Context: an optimization exercise on an open-source flow, tuned for a short achievable clock period and few clock cycles per item. The choices shown serve that exercise and are no tape-out recipe.
In this exercise RTL edits were held to simulation tests only and were not proved equivalent to the original.
Power and IR drop assume default switching activity.

--- flow/run.sh ---
#!/bin/bash
# synth_recipe.tcl (not shown) runs the flow's synth.tcl, then flattens the netlist and writes it again
# the make line also repeats each setting of config.mk as NAME=value (left out here)
make -C /OpenROAD-flow-scripts/flow DESIGN_CONFIG=/design/flow/config.mk WORK_HOME=/design/flow/orfs CLKGATE_MAP_FILE= SYNTH_SCRIPT=/design/flow/synth_recipe.tcl finish
--- flow/config.mk ---
export PLATFORM = sky130hd
export DESIGN_NAME = icache_subsys
export DESIGN_NICKNAME = icache_subsys
export VERILOG_FILES = /design/flow/design.v
export SDC_FILE = /design/flow/constraint.sdc
export NUM_CORES = 4
export LEC_CHECK = 0
export CAP_MARGIN = 20
export CORE_MARGIN = 2
export CORE_UTILIZATION = 40
export SETUP_SLACK_MARGIN = 2.5
export SLEW_MARGIN = 20
export TNS_END_PERCENT = 0
--- flow/constraint.sdc ---
create_clock -name core_clock -period 5.0 [get_ports {clk}]
set_input_delay 1.0000 -clock core_clock [delete_from_list [all_inputs] [get_ports {clk}]]
set_output_delay 1.0000 -clock core_clock [all_outputs]
set_load 0.01 [all_outputs]
--- flow/design.v ---
`default_nettype none
module icache_subsys #(
    parameter int RBW = 5                
) (
    input  wire        clk,
    input  wire        rst,
    input  wire        cpu_req_valid,
    input  wire [31:0] cpu_req_addr,
    output logic       cpu_req_ready,
    input  wire        flush,
    output logic       cpu_resp_valid,
    output logic [31:0] cpu_resp_data,
    output logic       cpu_resp_err,
    output logic [31:0] paddr,
    output logic       psel,
    output logic       penable,
    output logic       pwrite,
    input  wire [31:0] prdata,
    input  wire        pready,
    input  wire        pslverr
);
    localparam int ROB_DEPTH = 1 << RBW;
    logic [15:0]    valid_q;
    logic [25:0]    tag_q   [16];
    logic [31:0]    data_q  [16];
    logic [15:0]    pend_q;              
    logic [25:0]    ptag_q  [16];        
    logic [RBW-1:0] pslot_q [16];        
    logic [29:0]          rob_addr [ROB_DEPTH];    
    logic [31:0]          rob_data [ROB_DEPTH];
    logic [RBW-1:0]       rob_par  [ROB_DEPTH];    
    logic [ROB_DEPTH-1:0] rob_err;
    logic [ROB_DEPTH-1:0] rob_done;
    logic [ROB_DEPTH-1:0] rob_wait;
    logic [RBW:0]         head_q, lptr_q, dptr_q, tail_q;
    logic [ROB_DEPTH-1:0] head_oh, lptr_oh, tail_oh;
    logic [RBW-1:0]       tail_s;
    assign tail_s = tail_q[RBW-1:0];
    logic ready_q, acc;
    logic [RBW:0] used;
    assign used = tail_q - head_q;
    assign cpu_req_ready = ready_q && !flush;
    assign acc           = cpu_req_valid && ready_q && !flush;
    logic           done_q, err_q, fill, rollback, clr_now;
    logic [31:0]    rdata_q;
    logic [29:0]    c_addr_q;
    logic [RBW:0]   c_slot_q;
    logic [15:0]    c_oh;
    logic [3:0]     c_idx;
    logic [25:0]    c_tag;
    logic [RBW-1:0] c_s;
    assign c_idx    = c_addr_q[3:0];
    assign c_tag    = c_addr_q[29:4];
    assign c_s      = c_slot_q[RBW-1:0];
    assign fill     = done_q && !err_q;
    assign rollback = done_q && err_q;
    logic clr_q;
    assign clr_now  = done_q && clr_q;
    always_comb
        for (int i = 0; i < 16; i++)
            c_oh[i] = (c_idx == 4'(i));
    logic           p_valid, l_valid;
    logic [29:0]    p_addr, l_addr;
    logic [RBW:0]   p_slot, l_slot;
    logic [15:0]    p_oh;
    logic [3:0]     p_idx, l_idx;
    logic [25:0]    p_tag, l_tag;
    logic           l_th;                
    logic [31:0]    l_data;              
    logic           l_pm;                
    logic           l_pend;              
    logic           l_stall, l_go, l_take, p_load;
    logic           l_hit, l_link, l_miss;
    assign p_idx = p_addr[3:0];
    assign p_tag = p_addr[29:4];
    assign l_idx = l_addr[3:0];
    assign l_tag = l_addr[29:4];
    logic stall_q;
    assign l_stall = (done_q && stall_q) || mq_afull_q;
    assign l_go    = l_valid && !l_stall;
    assign l_take  = !l_valid || !l_stall;
    assign p_load  = !p_valid || l_take;
    assign l_hit  = !l_pend && l_th;
    assign l_link = l_pend && l_pm;
    assign l_miss = l_go && !l_hit && !l_link;
    logic [15:0] p_tm, p_pm, p_pd;
    logic        p_cf, p_lf, l_cf, p_same;
    logic        p_th_d, p_pm_d, p_pend_d;
    logic [31:0] p_data_d;
    always_comb
    begin
        p_cf   = (c_tag == p_tag);
        p_lf   = (l_tag == p_tag);
        l_cf   = (c_tag == l_tag);
        p_same = l_valid && (l_idx == p_idx);
        for (int i = 0; i < 16; i++)
        begin
            p_tm[i] = (fill && c_oh[i]) ? p_cf : (valid_q[i] && (tag_q[i] == p_tag));
            p_pm[i] = (ptag_q[i] == p_tag);
            p_pd[i] = pend_q[i] && !(clr_now && c_oh[i]);
        end
        p_th_d   = |(p_oh & p_tm);
        p_data_d = '0;
        for (int i = 0; i < 16; i++)
            p_data_d = p_data_d | (data_q[i] & {32{p_oh[i]}});
        if (fill && c_idx == p_idx)
            p_data_d = rdata_q;
        p_pm_d   = p_same ? p_lf : |(p_oh & p_pm);
        p_pend_d = p_same ? !l_hit : |(p_oh & p_pd);
    end
    logic [29:0] rob_addr_l;
    always_comb
    begin
        rob_addr_l = '0;
        for (int i = 0; i < ROB_DEPTH; i++)
            rob_addr_l = rob_addr_l | (rob_addr[i] & {30{lptr_oh[i]}});
    end
    always_ff @(posedge clk)
    begin
        if (p_load)
        begin
            p_addr <= rob_addr_l;
            p_slot <= lptr_q;
            for (int i = 0; i < 16; i++)
                p_oh[i] <= (rob_addr_l[3:0] == 4'(i));
        end
        if (l_take)
        begin
            l_addr <= p_addr;
            l_slot <= p_slot;
            l_th   <= p_th_d;
            l_pm   <= p_pm_d;
            l_pend <= p_pend_d;
            l_data <= p_data_d;
        end
        else
        begin
            if (fill && stall_q)
            begin
                l_th   <= l_cf;
                l_data <= rdata_q;
            end
            if (clr_now && stall_q)
                l_pend <= 1'b0;
        end
    end
    always_ff @(posedge clk)
    begin
        if (rst || rollback)
        begin
            p_valid <= 1'b0;
            l_valid <= 1'b0;
        end
        else
        begin
            if (p_load)
                p_valid <= (lptr_q != tail_q);
            if (l_take)
                l_valid <= p_valid;
        end
    end
    logic pop;
    logic [RBW:0] c_next;
    logic [ROB_DEPTH-1:0] c_next_oh;
    assign c_next = c_slot_q + 1'b1;
    always_comb
        for (int i = 0; i < ROB_DEPTH; i++)
            c_next_oh[i] = (c_next[RBW-1:0] == RBW'(i));
    assign pop = (head_q != dptr_q) && |(head_oh & rob_done);
    always_ff @(posedge clk)
    begin
        if (rst)
        begin
            head_q  <= '0;
            lptr_q  <= '0;
            dptr_q  <= '0;
            tail_q  <= '0;
            head_oh <= ROB_DEPTH'(1);
            lptr_oh <= ROB_DEPTH'(1);
            tail_oh <= ROB_DEPTH'(1);
            ready_q <= 1'b0;
        end
        else
        begin
            if (acc)
            begin
                tail_q  <= tail_q + 1'b1;
                tail_oh <= {tail_oh[ROB_DEPTH-2:0], tail_oh[ROB_DEPTH-1]};
            end
            if (pop)
            begin
                head_q  <= head_q + 1'b1;
                head_oh <= {head_oh[ROB_DEPTH-2:0], head_oh[ROB_DEPTH-1]};
            end
            ready_q <= (used < ROB_DEPTH - 1);
            if (rollback)
            begin
                lptr_q  <= c_next;
                lptr_oh <= c_next_oh;
                dptr_q  <= c_next;
            end
            else
            begin
                if (p_load && lptr_q != tail_q)
                begin
                    lptr_q  <= lptr_q + 1'b1;
                    lptr_oh <= {lptr_oh[ROB_DEPTH-2:0], lptr_oh[ROB_DEPTH-1]};
                end
                if (l_go)
                    dptr_q <= dptr_q + 1'b1;
            end
        end
    end
    always_ff @(posedge clk)
    begin
        for (int i = 0; i < ROB_DEPTH; i++)
        begin
            if (ready_q && tail_oh[i])
                rob_addr[i] <= cpu_req_addr[31:2];
            if (fill && rob_wait[i] && rob_par[i] == c_s)
                rob_data[i] <= rdata_q;
            else if (l_valid && l_slot[RBW-1:0] == RBW'(i))
                rob_data[i] <= l_data;
        end
        if (l_valid)
            rob_par[l_slot[RBW-1:0]] <= l_link ? pslot_q[l_idx] : l_slot[RBW-1:0];
    end
    always_ff @(posedge clk)
    begin
        if (rst)
        begin
            rob_done <= '0;
            rob_wait <= '0;
            rob_err  <= '0;
        end
        else
        begin
            if (fill)
                for (int i = 0; i < ROB_DEPTH; i++)
                    if (rob_wait[i] && rob_par[i] == c_s)
                    begin
                        rob_done[i] <= 1'b1;
                        rob_wait[i] <= 1'b0;
                    end
            if (l_go)
            begin
                rob_done[l_slot[RBW-1:0]] <= l_hit;
                rob_wait[l_slot[RBW-1:0]] <= !l_hit;
                rob_err[l_slot[RBW-1:0]]  <= 1'b0;
            end
            if (rollback)
            begin
                rob_done[c_s] <= 1'b1;
                rob_wait[c_s] <= 1'b0;
                rob_err[c_s]  <= 1'b1;
            end
        end
    end
    logic resp_valid_q, resp_err_q;
    logic [31:0] resp_data_q, h_data;
    always_comb
    begin
        h_data = '0;
        for (int i = 0; i < ROB_DEPTH; i++)
            h_data = h_data | (rob_data[i] & {32{head_oh[i]}});
    end
    always_ff @(posedge clk)
    begin
        if (rst)
            resp_valid_q <= 1'b0;
        else
            resp_valid_q <= pop;
        resp_data_q <= h_data;
        resp_err_q  <= |(head_oh & rob_err);
    end
    assign cpu_resp_valid = resp_valid_q;
    assign cpu_resp_data  = resp_data_q;
    assign cpu_resp_err   = resp_err_q;
    localparam int MQW = 4;
    logic [29:0]    mq_addr [1 << MQW];
    logic [RBW:0]   mq_slot [1 << MQW];
    logic [MQW:0]   mq_head, mq_tail;
    logic           mq_empty, mq_full, mq_afull_q;
    logic [MQW:0]   mq_used;
    assign mq_used = mq_tail - mq_head;
    assign mq_full = mq_used[MQW];
    logic           psel_q, penable_q;
    logic [29:0]    paddr_q;
    logic [29:0]    paddr_o;             
    logic [29:0]    paddr_n;
    logic [RBW:0]   fl_slot_q;
    logic           apb_end, apb_free, direct;
    assign mq_empty = (mq_head == mq_tail);
    assign apb_end  = penable_q && pready;
    assign apb_free = (!psel_q || (apb_end && !pslverr)) && !rollback;
    assign direct   = mq_empty && apb_free;
    assign paddr_n = mq_empty ? l_addr : mq_addr[mq_head[MQW-1:0]];
    always_ff @(posedge clk)
    begin
        if (!mq_full)
        begin
            mq_addr[mq_tail[MQW-1:0]] <= l_addr;
            mq_slot[mq_tail[MQW-1:0]] <= l_slot;
        end
        if (!psel_q || apb_end)
        begin
            paddr_q   <= paddr_n;
            fl_slot_q <= mq_empty ? l_slot : mq_slot[mq_head[MQW-1:0]];
        end
        paddr_o <= (!psel_q || apb_end) ? paddr_n : paddr_q;
        if (penable_q)
        begin
            c_addr_q <= paddr_q;
            c_slot_q <= fl_slot_q;
        end
        rdata_q <= prdata;
        err_q   <= pslverr;
        clr_q   <= (pslot_q[paddr_q[3:0]] == fl_slot_q[RBW-1:0]) &&
                   !(l_miss && l_idx == paddr_q[3:0]);
        stall_q <= (paddr_q[3:0] == (l_take ? p_idx : l_idx));
        mq_afull_q <= (mq_used >= (1 << MQW) - 1);
    end
    always_ff @(posedge clk)
    begin
        if (rst)
        begin
            mq_head   <= '0;
            mq_tail   <= '0;
            psel_q    <= 1'b0;
            penable_q <= 1'b0;
            done_q    <= 1'b0;
        end
        else
        begin
            if (rollback)
                mq_head <= mq_tail;
            else
            begin
                if (l_miss && !direct)
                    mq_tail <= mq_tail + 1'b1;
                if (apb_free && !mq_empty)
                    mq_head <= mq_head + 1'b1;
            end
            psel_q    <= (psel_q && !apb_end) || (apb_free && (!mq_empty || l_miss));
            penable_q <= psel_q && !apb_end;
            done_q <= apb_end;
        end
    end
    assign psel    = psel_q;
    assign penable = penable_q;
    assign pwrite  = 1'b0;
    assign paddr   = {paddr_o, 2'b00};
    always_ff @(posedge clk)
    begin
        if (rst || flush)
            valid_q <= '0;
        else if (fill)
            valid_q[c_idx] <= 1'b1;
    end
    always_ff @(posedge clk)
    begin
        if (fill)
        begin
            tag_q[c_idx]  <= c_tag;
            data_q[c_idx] <= rdata_q;
        end
        if (l_go)
            ptag_q[l_idx] <= l_tag;
        if (l_miss)
            pslot_q[l_idx] <= l_slot[RBW-1:0];
    end
    always_ff @(posedge clk)
    begin
        if (rst || rollback)
            pend_q <= '0;
        else
        begin
            if (clr_now)
                pend_q[c_idx] <= 1'b0;
            if (l_miss)
                pend_q[l_idx] <= 1'b1;
        end
    end
endmodule
`default_nettype wire
==> reports/summary.txt <==
CP Capture Type - flop
ys async rst share - 0
critical path fanouts, max - 34
H-tree depth - 5
gr usage total - 0.2732
part of the cycle the worst path needs - 0.5872
Iteration-0 DRC Markers - 20097
Post-DP HPWL - 359900 microns
CP required - 5870 ps
synth top area cells - edfxtp_1 68%, a22oi_1 3.8%, mux2_2 3.6%, dfxtp_1 3.5%, nand2_1 3.3%
Clock Tree Root - clkbuf_16
Static Leakage - 70.78 nW
Post-synth top flop - edfxtp_1
Clk pwr share - 0.336
slew margin rel. - 0.1731
Commonest cells post-synth - 4339 x edfxtp_1, 1666 x nand2_1, 965 x a22oi_1
Setup violations, final - 0
reg2reg setup slack - 2060 ps
Port Buf Inserts - 134
sequential-to-total area share from yosys stat - 0.7184
maximum vdd drop - 0.3461 mV
maximum clock frequency - 340.6 MHz
vias per inst - 6.237
distinct cell type count of the synthesized netlist - 72
power density over the cells - 475.8 mW/mm^2
die area - 0.4825 sq mm
most frequent cell after synthesis - edfxtp_1
hold violation count in the final report - 0
first-pass GRT wire length - 926300 microns
initial core utilization - 0.4018
Final Util - 0.4637
Synth top area share - 0.6829
TritonCTS Sinks - 4677
final slew viol count - 0
largest net degree at the start of global routing - 136
DRC - 0
setup_tns - 0 ps
Max clock buf depth - 4
synth warn - 3
CP cell instances - a22oi_1 -> nand4_1 -> o31a_2 -> buf_12 -> mux2i_1 -> nor2_1
die width - 694.6 microns
dominant cell type by area after synthesis - edfxtp_1
post-layout net count - 12940
NetSw - 31.04 mW
Slew @ Worst Pin - 1240 ps
Yosys reg bits - 4677
Fill cells - 40859
Die H - 694.6 microns
Final Cell Area - 0.2202 sq mm
final global-route overflow total - 0
DP Area - 0.2011 sq mm
layout cells sized above 1 - 0.1976
share of power burned in registers - 0.469
Synth-to-Final Area Change - 15.40%
clk latency of the worst-skew pair - 1130 ps
CTS tree - done
initial antenna violation count - 43
RSZ-0062 raised after global routing - yes
CP Launch Type - flop
Avg Cell Area, Syn - 15.30 sq um
Syn Inst Count - 12468
Internal - 73.72 mW
Setup Skew - 155.0 ps
Final Critical Period - 2936 ps
Top Ports - 140
Core Region - 0.4748 sq mm
sw frac - 0.2963
CP max stage delay - 1160 ps
vias in the first global route - 113921
slowest cell on the critical path - dfxtp_2
routed vias - 121603
EDFF count, synth - 4339
Final GP Congestion - 0.8871
DRT antenna net count - 0
Num CTS Buffers - 472
Worst Setup Path Type - reg2reg
first-pass detailed-route iteration total - 9
Netlist Area Pre-Place - 0.1908 sq mm
Arr. time, crit path - 3810 ps
Hold Buf Count CTS - 0
Max Cap Viol - 0
Worst-path clk slew - 60 ps
combinational power share - 0.195
Detailed Route WL - 680900 microns
Worst Hold Class - in2reg
status - finished clean
WL/cell - 34.93 microns
Core Rows - 253
stage by stage:
| step | cells | power, mW | hold WS [ps] | setup WS (ps) |
|---|---|---|---|---|
| after floorplan | 12470 | 60.43 | 400.3 | 1983 |
| after global placement | 18364 | 68.69 | 403.7 | 1125 |
| after detailed placement | 18369 | 68.96 | 408.9 | 1093 |
| after CTS | 19449 | 104.2 | 289.0 | 2140 |
| after global routing | 19478 | 107.5 | 316.9 | 2110 |
| final | 19497 | 104.8 | 338.3 | 2064 |
critical path, delay by kind of cell (launching register included):
family	cells	cell delay [ps]
flops	1	1160
compound gates	2	720
mux	1	230
buf+inv	1	340
simple gates	2	260
power by group through the flow:
stage	Clock (mW)	Sequential (mW)	Combinational [mW]
floorplan	0	48.1	12.4
global placement	0	50.4	18.3
detailed placement	0	50.3	18.6
CTS	35.4	49.3	19.6
global route	36.8	49.2	21.5
finish	35.2	49.1	20.4
layer usage:
metal,wire (microns),vias to the layer above,GRT usage
li1,-,48648,-
met1,258800,62578,0.3738
met2,303800,8691,0.4174
met3,85540,1652,0.06755
met4,32540,34,0.1117
met5,205,-,0
cell families (layout without fill, tap and decap cells):
group                    count (synthesis)  in the layout  synth area share
flip-flops                            4677           4677            0.7184
AND/OR/NAND/NOR                       2956           2969           0.07010
AO/OA/AOI/OAI                         1764           1764           0.06860
XOR/XNOR                              1137           1137           0.05219
buffers and inverters                 1009           1753           0.02241
multiplexers                           883            883           0.06552
adder cells (fa/ha/maj)                 41             41          0.002767
other                                    1             26        0.00001966
final timing paths:
path / start / to / cells after the start
worst min-delay path: prdata[2] / rdata_q[2] / 1
worst min register to register: p_slot[1] / l_slot[1] / 0
worst max-delay path: head_oh[13] / head_oh[19] / 6
worst max register to register: head_oh[13] / head_oh[19] / 6
area by class of cell:
type / instances / area (sq um) / share of cell area
flip-flops and latches: 4677 / 137200 / 0.6232
clock buffers: 589 / 12730 / 0.05784
multi-input cells: 6797 / 50940 / 0.2313
well taps: 6247 / 7816 / 0.03550
repair buffers: 801 / 8584 / 0.03899
diodes: 23 / 57.56 / 0.0002614
inverters: 80 / 342.8 / 0.001557
clock inverters: 283 / 2481 / 0.01127
layout by cell type, fill, tap and decap left out, types with 58 or more instances in the layout:
cell,n
clkinv_1,113
buf_6,58
buf_4,443
nor4_1,139
dfxtp_1,231
mux4_2,231
inv_1,60
clkdlybuf4s50_1,65
clkbuf_1,81
xnor2_1,512
clkbuf_16,484
mux2_2,617
buf_12,138
edfxtp_1,4339
a22o_1,169
or4_1,61
xor2_1,622
nand2_1,1628
clkinv_2,99
o21ai_0,64
nand3_1,219
a221oi_1,176
a22oi_1,965
nor2_1,264
nand4_1,329
dfxtp_2,97
a21oi_1,142
nor3_1,59
registers in the layout, indices dropped and copies added (netlist names), 30 cells and up, named ones only:
name,count
data_q,512
l_addr,30
c_addr_q,30
lptr_oh,32
tail_oh,32
pslot_q,80
tag_q,416
mq_slot,96
rob_addr,960
rdata_q,32
paddr_o,30
p_addr,30
head_oh,32
rob_data,1024
rob_err,32
rob_par,160
resp_data_q,32
rob_done,32
l_data,32
rob_wait,32
ptag_q,416
mq_addr,480
repair_timing:
action                                  in CTS  in global routing
cloned                                      21                  1
hold endpoints to repair                     0                  0
pin swaps                                   45                  9
endpoints found under the setup margin    4902               3909
gates resized for setup                    323                 76
buffers inserted                           187                 14
Testbench counts, summed over its fixed seeds: cycles 16,704, items 12,000.

-- afterwards: timing with drivers on the ports --
The results above use ideal ports. As a check the final layout listed here was re-extracted and re-timed, cells and wires unchanged.
Step 1 assumes that a clkbuf_16 drives the clock port and a buf_2 every other input.
Step 2 moves the port delays by t, midway between the first and last clock arrival at a register: inputs arrive t later, outputs are due t later. That takes back most of the time a late clock gives input paths.
Slacks: ideal ports / drivers / drivers and shift; pairs: ideal ports / drivers.
t, ns: 1.168
slack for setup (ns): 2.064 / 2.036 / 1.529
worst data-port slew with drivers (ns): 0.22
cell pins on the clock port's net: 1
After both steps setup and hold are still met in this run. For this run, drivers alone change the setup slack by -0.028 ns; drivers and shift together by -0.535 ns.
